This design comes from an exercise in tuning for small area and a short achievable clock period on the open sky130 flow, not from production work. Where RTL was checked, it was by simulation tests only, not by an equivalence proof against the original. Power and IR drop assume default switching activity.

==> flow/design.v <==
package qch_pkg;
  localparam int QCH_SYNC_STAGES = 2;
endpackage
module dff2_sync #(
  parameter logic RST_VAL = 1'b1
) (
  input  logic clk,
  input  logic rst_n,
  input  logic d,
  output logic q
);
  logic meta;
  always_ff @(posedge clk or negedge rst_n) begin
    if (!rst_n) begin
      meta <= RST_VAL;
      q    <= RST_VAL;
    end else begin
      meta <= d;
      q    <= meta;
    end
  end
endmodule
module qch_ao222n (
  input  logic [2:0] a,
  input  logic [2:0] b,
  output logic       y
);
  assign y = ~((a[0] & b[0]) | (a[1] & b[1]) | (a[2] & b[2]));
endmodule
module qch_ao9 (
  input  logic [8:0] a,
  input  logic [8:0] b,
  output logic       y
);
  logic [2:0] part_n;
  for (genvar g = 0; g < 3; g++) begin : g_part
    qch_ao222n u_ao (
      .a (a[g*3 +: 3]),
      .b (b[g*3 +: 3]),
      .y (part_n[g])
    );
  end
  assign y = ~&part_n;
endmodule
module qch_nor2 (
  input  logic a,
  input  logic b,
  output logic y
);
  assign y = ~(a | b);
endmodule
module qch_or8 (
  input  logic [7:0] a,
  output logic       y
);
  logic [3:0] pair_n;
  for (genvar g = 0; g < 4; g++) begin : g_pair
    qch_nor2 u_nor (
      .a (a[2*g]),
      .b (a[2*g+1]),
      .y (pair_n[g])
    );
  end
  assign y = ~&pair_n;
endmodule
module qch_sync_fifo #(
  parameter int DW    = 8,
  parameter int ASIZE = 6
) (
  input  logic          clk,
  input  logic          rst_n,
  input  logic          wr_en,     
  input  logic [DW-1:0] wr_data,
  input  logic          rd_en,
  output logic [DW-1:0] rd_data,
  output logic          full_d,    
  output logic          empty
);
  localparam int DEPTH = 1 << ASIZE;
  localparam int HALF  = ASIZE / 2;
  localparam int NLO   = 1 << HALF;
  localparam int NHI   = 1 << (ASIZE - HALF);
  localparam int NG    = 7;                     
  localparam int NR    = DEPTH - NG * 9;        
  logic [DW-1:0]    mem [DEPTH];
  logic [ASIZE-1:0] wptr;
  logic [ASIZE-1:0] rptr;
  logic [ASIZE-1:0] wptr_inc;
  logic [ASIZE-1:0] rptr_inc;
  logic [ASIZE-1:0] rptr_d;
  logic             full;
  logic             empty_d;
  logic             do_rd;
  logic [NLO-1:0]   wlo;
  logic [NHI-1:0]   whi;
  logic [NLO-1:0]   rlo_n;     
  logic [NHI-1:0]   rhi_n;
  logic [DEPTH-1:0] we;
  logic [DEPTH-1:0] rsel;
  logic [DW-1:0]    rd_next;
  assign do_rd    = rd_en & ~empty;
  assign wptr_inc = wptr + ASIZE'(1);
  assign rptr_inc = rptr + ASIZE'(1);
  assign rptr_d   = do_rd ? rptr_inc : rptr;
  assign empty_d = ~wr_en & (do_rd ? (rptr_inc == wptr) : empty);
  assign full_d  = ~do_rd & (wr_en ? (wptr_inc == rptr) : full);
  always_ff @(posedge clk or negedge rst_n) begin
    if (!rst_n) begin
      wptr  <= '0;
      rptr  <= '0;
      full  <= 1'b0;
      empty <= 1'b1;
    end else begin
      wptr  <= wptr + ASIZE'(wr_en);
      rptr  <= rptr_d;
      full  <= full_d;
      empty <= empty_d;
    end
  end
  for (genvar j = 0; j < NLO; j++) begin : g_lo
    assign wlo[j] = ~full & (wptr[HALF-1:0] == HALF'(j));
  end
  for (genvar k = 0; k < NHI; k++) begin : g_hi
    assign whi[k] = (wptr[ASIZE-1:HALF] == (ASIZE-HALF)'(k));
  end
  always_ff @(posedge clk or negedge rst_n) begin
    if (!rst_n) begin
      rlo_n <= ~NLO'(1);
      rhi_n <= ~NHI'(1);
    end else begin
      for (int j = 0; j < NLO; j++) begin
        rlo_n[j] <= (rptr_d[HALF-1:0] != HALF'(j));
      end
      for (int k = 0; k < NHI; k++) begin
        rhi_n[k] <= (rptr_d[ASIZE-1:HALF] != (ASIZE-HALF)'(k));
      end
    end
  end
  for (genvar i = 0; i < DEPTH; i++) begin : g_ent
    assign we[i]   = wlo[i % NLO] & whi[i / NLO];
    assign rsel[i] = ~(rlo_n[i % NLO] | rhi_n[i / NLO]);
    always_ff @(posedge clk) begin
      if (we[i]) begin
        mem[i] <= wr_data;
      end
    end
  end
  for (genvar b = 0; b < DW; b++) begin : g_bit
    logic [DEPTH-1:0] col;
    logic [NG+NR-1:0] grp;
    for (genvar i = 0; i < DEPTH; i++) begin : g_col
      assign col[i] = mem[i][b];
    end
    for (genvar g = 0; g < NG; g++) begin : g_grp
      qch_ao9 u_ao (
        .a (col[g*9 +: 9]),
        .b (rsel[g*9 +: 9]),
        .y (grp[g])
      );
    end
    for (genvar r = 0; r < NR; r++) begin : g_rem
      assign grp[NG+r] = col[NG*9+r] & rsel[NG*9+r];
    end
    qch_or8 u_or (
      .a (grp),
      .y (rd_next[b])
    );
  end
  always_ff @(posedge clk or negedge rst_n) begin
    if (!rst_n) begin
      rd_data <= '0;
    end else if (do_rd) begin
      rd_data <= rd_next;
    end
  end
endmodule
module qch_device_mc #(
  parameter int NCH          = 4,
  parameter int DW           = 8,
  parameter int ASIZE        = 6,
  parameter int IDLE_HOLD    = 8,
  parameter int DENY_TIMEOUT = 256
) (
  input  logic              clk,
  input  logic              reset_n,
  input  logic              if_wakeup_i,
  input  logic [NCH-1:0]    wr_valid_i,
  input  logic [NCH*DW-1:0] wr_payload_i,
  output logic [NCH-1:0]    wr_ready_o,
  input  logic [NCH-1:0]    rd_valid_i,
  output logic [NCH*DW-1:0] rd_payload_o,
  output logic [NCH-1:0]    rd_empty_o,
  output logic [NCH-1:0]    wr_flush_o,
  input  logic [NCH-1:0]    wr_done_i,
  input  logic              qreqn_i,
  output logic              qacceptn_o,
  output logic              qdeny_o,
  output logic              qactive_o
);
  localparam int CW = (IDLE_HOLD > 0) ? $clog2(IDLE_HOLD + 1) : 1;
  logic           s_run;
  logic           s_req;
  logic           s_stop_n;
  logic           s_exit;
  logic           s_den;
  logic           s_cont;
  logic           qreqn_s;
  logic [NCH-1:0] full_d;
  logic [NCH-1:0] empty;
  logic [NCH-1:0] wr_acc;
  logic [NCH-1:0] wrdy_q;
  logic [NCH-1:0] flush_q;
  logic           accept_cond;
  logic           deny_cond;
  logic           go_req;
  logic           go_den;
  logic           go_stop;
  logic           open_d;
  logic           activity;
  logic           act_n;      
  logic [CW-1:0]  hold_cnt;
  dff2_sync #(.RST_VAL(1'b1)) u_qreqn_sync (
    .clk   (clk),
    .rst_n (reset_n),
    .d     (qreqn_i),
    .q     (qreqn_s)
  );
  assign wr_ready_o = wrdy_q;
  assign wr_acc     = wr_valid_i & wrdy_q;
  assign rd_empty_o = empty;
  assign wr_flush_o = flush_q;
  for (genvar g = 0; g < NCH; g++) begin : g_ch
    qch_sync_fifo #(.DW(DW), .ASIZE(ASIZE)) u_fifo (
      .clk     (clk),
      .rst_n   (reset_n),
      .wr_en   (wr_acc[g]),
      .wr_data (wr_payload_i[g*DW +: DW]),
      .rd_en   (rd_valid_i[g]),
      .rd_data (rd_payload_o[g*DW +: DW]),
      .full_d  (full_d[g]),
      .empty   (empty[g])
    );
  end
  logic unused_cfg;
  assign unused_cfg = |DENY_TIMEOUT;
  assign accept_cond = ~(|flush_q) & (&empty) & ~(|wr_valid_i) & ~(|rd_valid_i) & ~if_wakeup_i;
  assign deny_cond   = if_wakeup_i | (|wr_acc);
  assign go_req  = s_run & ~qreqn_s;
  assign go_den  = s_req & deny_cond;
  assign go_stop = s_req & ~deny_cond & accept_cond;
  assign open_d  = ~go_stop & s_stop_n;
  always_ff @(posedge clk or negedge reset_n) begin
    if (!reset_n) begin
      s_run    <= 1'b1;
      s_req    <= 1'b0;
      s_stop_n <= 1'b1;
      s_exit   <= 1'b0;
      s_den    <= 1'b0;
      s_cont   <= 1'b0;
      wrdy_q   <= '1;
      flush_q  <= '0;
    end else begin
      s_run    <= (s_run & qreqn_s) | s_exit | s_cont;
      s_req    <= go_req | (s_req & ~go_den & ~go_stop);
      s_stop_n <= ~(go_stop | (~s_stop_n & ~qreqn_s));
      s_exit   <= ~s_stop_n & qreqn_s;
      s_den    <= go_den | (s_den & ~qreqn_s);
      s_cont   <= s_den & qreqn_s;
      wrdy_q   <= ~full_d & {NCH{open_d}};
      if (go_req) begin
        flush_q <= '1;
      end else if (go_den | go_stop) begin
        flush_q <= '0;
      end else begin
        flush_q <= flush_q & ~(wr_done_i & {NCH{s_req}});
      end
    end
  end
  assign qacceptn_o = s_stop_n;
  assign qdeny_o    = s_den;
  assign activity = (|wr_valid_i) | (|rd_valid_i) | ~(&empty);
  always_ff @(posedge clk or negedge reset_n) begin
    if (!reset_n) begin
      act_n    <= 1'b1;
      hold_cnt <= '0;
    end else if (activity) begin
      act_n    <= 1'b0;
      hold_cnt <= CW'(IDLE_HOLD);
    end else if (hold_cnt != '0) begin
      hold_cnt <= hold_cnt - CW'(1);
    end else begin
      act_n <= 1'b1;
    end
  end
  assign qactive_o = if_wakeup_i | ~act_n;
endmodule
Settings: LEC_CHECK=0, CAP_MARGIN=20, CORE_MARGIN=2, CORE_UTILIZATION=50, CTS_CLUSTER_DIAMETER=120, CTS_CLUSTER_SIZE=30, PLACE_DENSITY=0.6, SETUP_SLACK_MARGIN=3.25, SLEW_MARGIN=20, SYNTH_HIERARCHICAL=1, BUFFER_PORTS_ARGS=-buffer_cell sky130_fd_sc_hd__buf_2; clock period 6.0 ns.
standard.sh (not shown) runs the stock make flow with config.mk's settings and CLKGATE_MAP_FILE= SYNTH_SCRIPT=/design/flow/synth_recipe.tcl, a recipe that flattens the netlist after the stock synthesis.
==> flow/flow/run.sh <==
#!/bin/bash
set -e
cp standard.sh standard_sh.log
echo 'export BUFFER_PORTS_ARGS = -buffer_cell sky130_fd_sc_hd__buf_2' >> config.mk
bash standard.sh > standard.log 2>&1
The baseline finished clean.
Next try:
==> flow/run.sh (new file) <==
#!/bin/bash
# synth_recipe.tcl (not shown) runs the flow's synth.tcl, then flattens the netlist and writes it again
# the make line also repeats each setting of config.mk as NAME=value (left out here)
make -C /OpenROAD-flow-scripts/flow DESIGN_CONFIG=/design/flow/config.mk WORK_HOME=/design/flow/orfs CLKGATE_MAP_FILE= SYNTH_SCRIPT=/design/flow/synth_recipe.tcl finish
--- a/flow/config.mk
+++ b/flow/config.mk
@@ -10 +10 @@
-export CORE_UTILIZATION = 50
+export CORE_UTILIZATION = 62
@@ -13 +13 @@
-export PLACE_DENSITY = 0.6
+export PLACE_DENSITY = 0.7
@@ -17 +16,0 @@
-export BUFFER_PORTS_ARGS = -buffer_cell sky130_fd_sc_hd__buf_2
removed: flow/flow/run.sh
removed: flow/standard.sh
Outcome: Final cell count goes down by a few percent. Worst setup slack got worse by 100 ps. Utilization goes up by 13 points. Fmax goes down by a few percent. Total power hardly moves.
Next try:
==> flow/flow/run.sh (new file) <==
#!/bin/bash
set -e
cp standard.sh standard_sh.log
echo 'export BUFFER_PORTS_ARGS = -buffer_cell sky130_fd_sc_hd__buf_2' >> config.mk
bash standard.sh > standard.log 2>&1
==> flow/standard.sh (new file) <==
#!/bin/bash
# synth_recipe.tcl (not shown) runs the flow's synth.tcl, then flattens the netlist and writes it again
# the make line also repeats each setting of config.mk as NAME=value (left out here)
make -C /OpenROAD-flow-scripts/flow DESIGN_CONFIG=/design/flow/config.mk WORK_HOME=/design/flow/orfs CLKGATE_MAP_FILE= SYNTH_SCRIPT=/design/flow/synth_recipe.tcl "${@:-finish}"
--- a/flow/config.mk
+++ b/flow/config.mk
@@ -10 +10 @@
-export CORE_UTILIZATION = 62
+export CORE_UTILIZATION = 50
@@ -13,2 +13,2 @@
-export PLACE_DENSITY = 0.7
-export SETUP_SLACK_MARGIN = 3.25
+export PLACE_DENSITY = 0.6
+export SETUP_SLACK_MARGIN = 3.4
@@ -16,0 +17 @@
+export BUFFER_PORTS_ARGS = -buffer_cell sky130_fd_sc_hd__buf_2
removed: flow/run.sh
=> Setup slack gains 90 ps. Die area climbs by 24%. Combinational power climbs by about 2%.


## run a
qch_device_mc, a different RTL version from the one above (not shown whole).
For scale: about 2200 flip-flops, about 95 I/O pins, about 0.079 mm2 of cells after synthesis.
==> flow/config.mk <==
export PLATFORM = sky130hd
export DESIGN_NAME = qch_device_mc
export DESIGN_NICKNAME = qch_device_mc
export VERILOG_FILES = /design/flow/design.v
export SDC_FILE = /design/flow/constraint.sdc
export NUM_CORES = 4
export LEC_CHECK = 0
export CAP_MARGIN = 20
export CORE_MARGIN = 2
export CORE_UTILIZATION = 50
export PLACE_DENSITY = 0.6
export SETUP_SLACK_MARGIN = 3.1
export SLEW_MARGIN = 20
export SYNTH_HIERARCHICAL = 1
==> flow/constraint.sdc <==
create_clock -name core_clock -period 6.0 [get_ports {clk}]
set_input_delay 1.2000 -clock core_clock [delete_from_list [all_inputs] [get_ports {clk}]]
set_output_delay 1.2000 -clock core_clock [all_outputs]
set_load 0.01 [all_outputs]
run.sh (not shown) runs the stock make flow with config.mk's settings and CLKGATE_MAP_FILE= SYNTH_SCRIPT=/design/flow/synth_recipe.tcl, a recipe that flattens the netlist after the stock synthesis.
Stock flow here: none of the scripts above is used.
Input changes introduced in run b (baseline for comparison: run a):
--- a/flow/config.mk
+++ b/flow/config.mk
@@ -9,4 +9,6 @@
 export CORE_MARGIN = 2
 export CORE_UTILIZATION = 50
+export CTS_CLUSTER_DIAMETER = 120
+export CTS_CLUSTER_SIZE = 30
 export PLACE_DENSITY = 0.6
 export SETUP_SLACK_MARGIN = 3.1
==> comparison <==
On maximum vdd drop: between run b and run a, it ends up higher for run a. Sort run b and run a by headroom to the max-slew limit, ascending, and run a comes first. Looking at hold slack, run b sits 0.035 ns above run a. On critical-path maximum fanout, run b and run a are basically level. Run b vs. run a: sequential share of layout area now sits higher; total of cells resized after clock tree synthesis down 19; final design instance area without fill dropped about 5%. Run b vs run a: critical path depth down. Run comparison: run b capture point of the worst path g_ch[3].u_fifo.rd_data[3]; run a capture point of the worst path g_ch[3].u_fifo.rd_data[5]. Delta (run b minus run a): fmax moved up, post-layout minimum cycle time moved down.
Function was not checked in any run of this note: the RTL went through the layout flow alone.


## oak
Another version of the RTL of qch_device_mc (not shown whole).
For scale: roughly 4500 cells after synthesis.
## qch_device_mc
module qch_device_mc #(
  parameter int NCH          = 4,
  parameter int DW           = 8,
  parameter int ASIZE        = 6,
  parameter int IDLE_HOLD    = 8,
  parameter int DENY_TIMEOUT = 256
) (
  input  logic              clk,
  input  logic              reset_n,
  input  logic              if_wakeup_i,
  input  logic [NCH-1:0]    wr_valid_i,
  input  logic [NCH*DW-1:0] wr_payload_i,
  output logic [NCH-1:0]    wr_ready_o,
  input  logic [NCH-1:0]    rd_valid_i,
  output logic [NCH*DW-1:0] rd_payload_o,
  output logic [NCH-1:0]    rd_empty_o,
  output logic [NCH-1:0]    wr_flush_o,
  input  logic [NCH-1:0]    wr_done_i,
  input  logic              qreqn_i,
  output logic              qacceptn_o,
  output logic              qdeny_o,
  output logic              qactive_o
);
  localparam int CW = (IDLE_HOLD > 0) ? $clog2(IDLE_HOLD + 1) : 1;
  logic           s_run;
  logic           s_req;
  logic           s_stop;
  logic           s_exit;
  logic           s_den;
  logic           s_cont;
  logic           qreqn_s;
  logic [NCH-1:0] full_d;
  logic [NCH-1:0] empty;
  logic [NCH-1:0] wr_acc;
  logic [NCH-1:0] wblk_q;     
  logic [NCH-1:0] flush_q;
  logic           accept_cond;
  logic           deny_cond;
  logic           go_req;
  logic           go_den;
  logic           go_stop;
  logic           open_d;
  logic           activity;
  logic           act_n;      
  logic [CW-1:0]  hold_cnt;
  ...
export LEC_CHECK = 0
export CAP_MARGIN = 20
export CORE_MARGIN = 2
export CORE_UTILIZATION = 50
export CTS_CLUSTER_DIAMETER = 120
export CTS_CLUSTER_SIZE = 30
export PLACE_DENSITY = 0.6
export SETUP_SLACK_MARGIN = 3.25
export SLEW_MARGIN = 20
export SYNTH_HIERARCHICAL = 1
export BUFFER_PORTS_ARGS = -buffer_cell sky130_fd_sc_hd__buf_2
create_clock -name core_clock -period 6.0 [get_ports {clk}]
standard.sh (not shown) runs the stock make flow with config.mk's settings and CLKGATE_MAP_FILE= SYNTH_SCRIPT=/design/flow/synth_recipe.tcl, a recipe that flattens the netlist after the stock synthesis.
==> flow/flow/run.sh <==
#!/bin/bash
set -e
cp standard.sh standard_sh.log
echo 'export BUFFER_PORTS_ARGS = -buffer_cell sky130_fd_sc_hd__buf_2' >> config.mk
bash standard.sh > standard.log 2>&1
Looking at the reports, oak completed the entire flow and the layout it produced met the timing, design-rule and antenna checks.
For pine, these inputs were changed with respect to oak:
- SETUP_SLACK_MARGIN changed from 3.25 to 3.4
Compared pine against oak; routed wire length within noise. oak -> pine: initial cell density of the core delta 0, exact match. Of pine and oak, it is pine that has the higher footprint of the multi-input gates. Per the comparison of pine with oak, design area went up by 0.54%; worst ir drop on vdd went up.

==> port drivers added, routing unchanged <==
No port has a modelled driver above. Below, the same layouts with a new extraction and two added sets of constraints. Step 1, drivers: a clkbuf_16 drives clk and a buf_2 each remaining input, both assumed. Step 2 adds t to the input delays and takes it off the output delays; t is the mean of the earliest and latest rising clock arrival at the registers after step 1. Input paths then give back, and output paths get back, about the clock's delay inside the block. a / b / c = ideal ports / drivers / drivers and shift; a / b = the first two.
run | t, ns | setup WS [ns] | worst setup path at the end | slew at the worst register clock pin (ns) | worst slew at a driven data input, ns
the first run of note 1 | 0.808 | 3.257 / 3.175 / 2.769 | input to register | 0.12 / 0.12 | 0.08
the second run of note 1 | 0.782 | 3.154 / 3.130 / 2.634 | input to register | 0.12 / 0.12 | 0.18
the third run of note 1 | 0.809 | 3.244 / 3.162 / 2.919 | input to register | 0.12 / 0.12 | 0.07
run a | 0.896 | 2.911 / 2.911 / 2.316 | input to register | 0.07 / 0.07 | 0.17
run b | 0.797 | 2.984 / 2.984 / 2.468 | input to register | 0.12 / 0.12 | 0.16
oak | 0.785 | 3.235 / 3.182 / 2.431 | input to register | 0.12 / 0.12 | 0.16
pine | 0.788 | 3.247 / 3.191 / 2.641 | input to register | 0.12 / 0.12 | 0.16
After both steps setup and hold are still met in every run listed. For oak, which loses most, drivers alone change the setup slack by -0.053 ns; drivers and shift together by -0.804 ns.
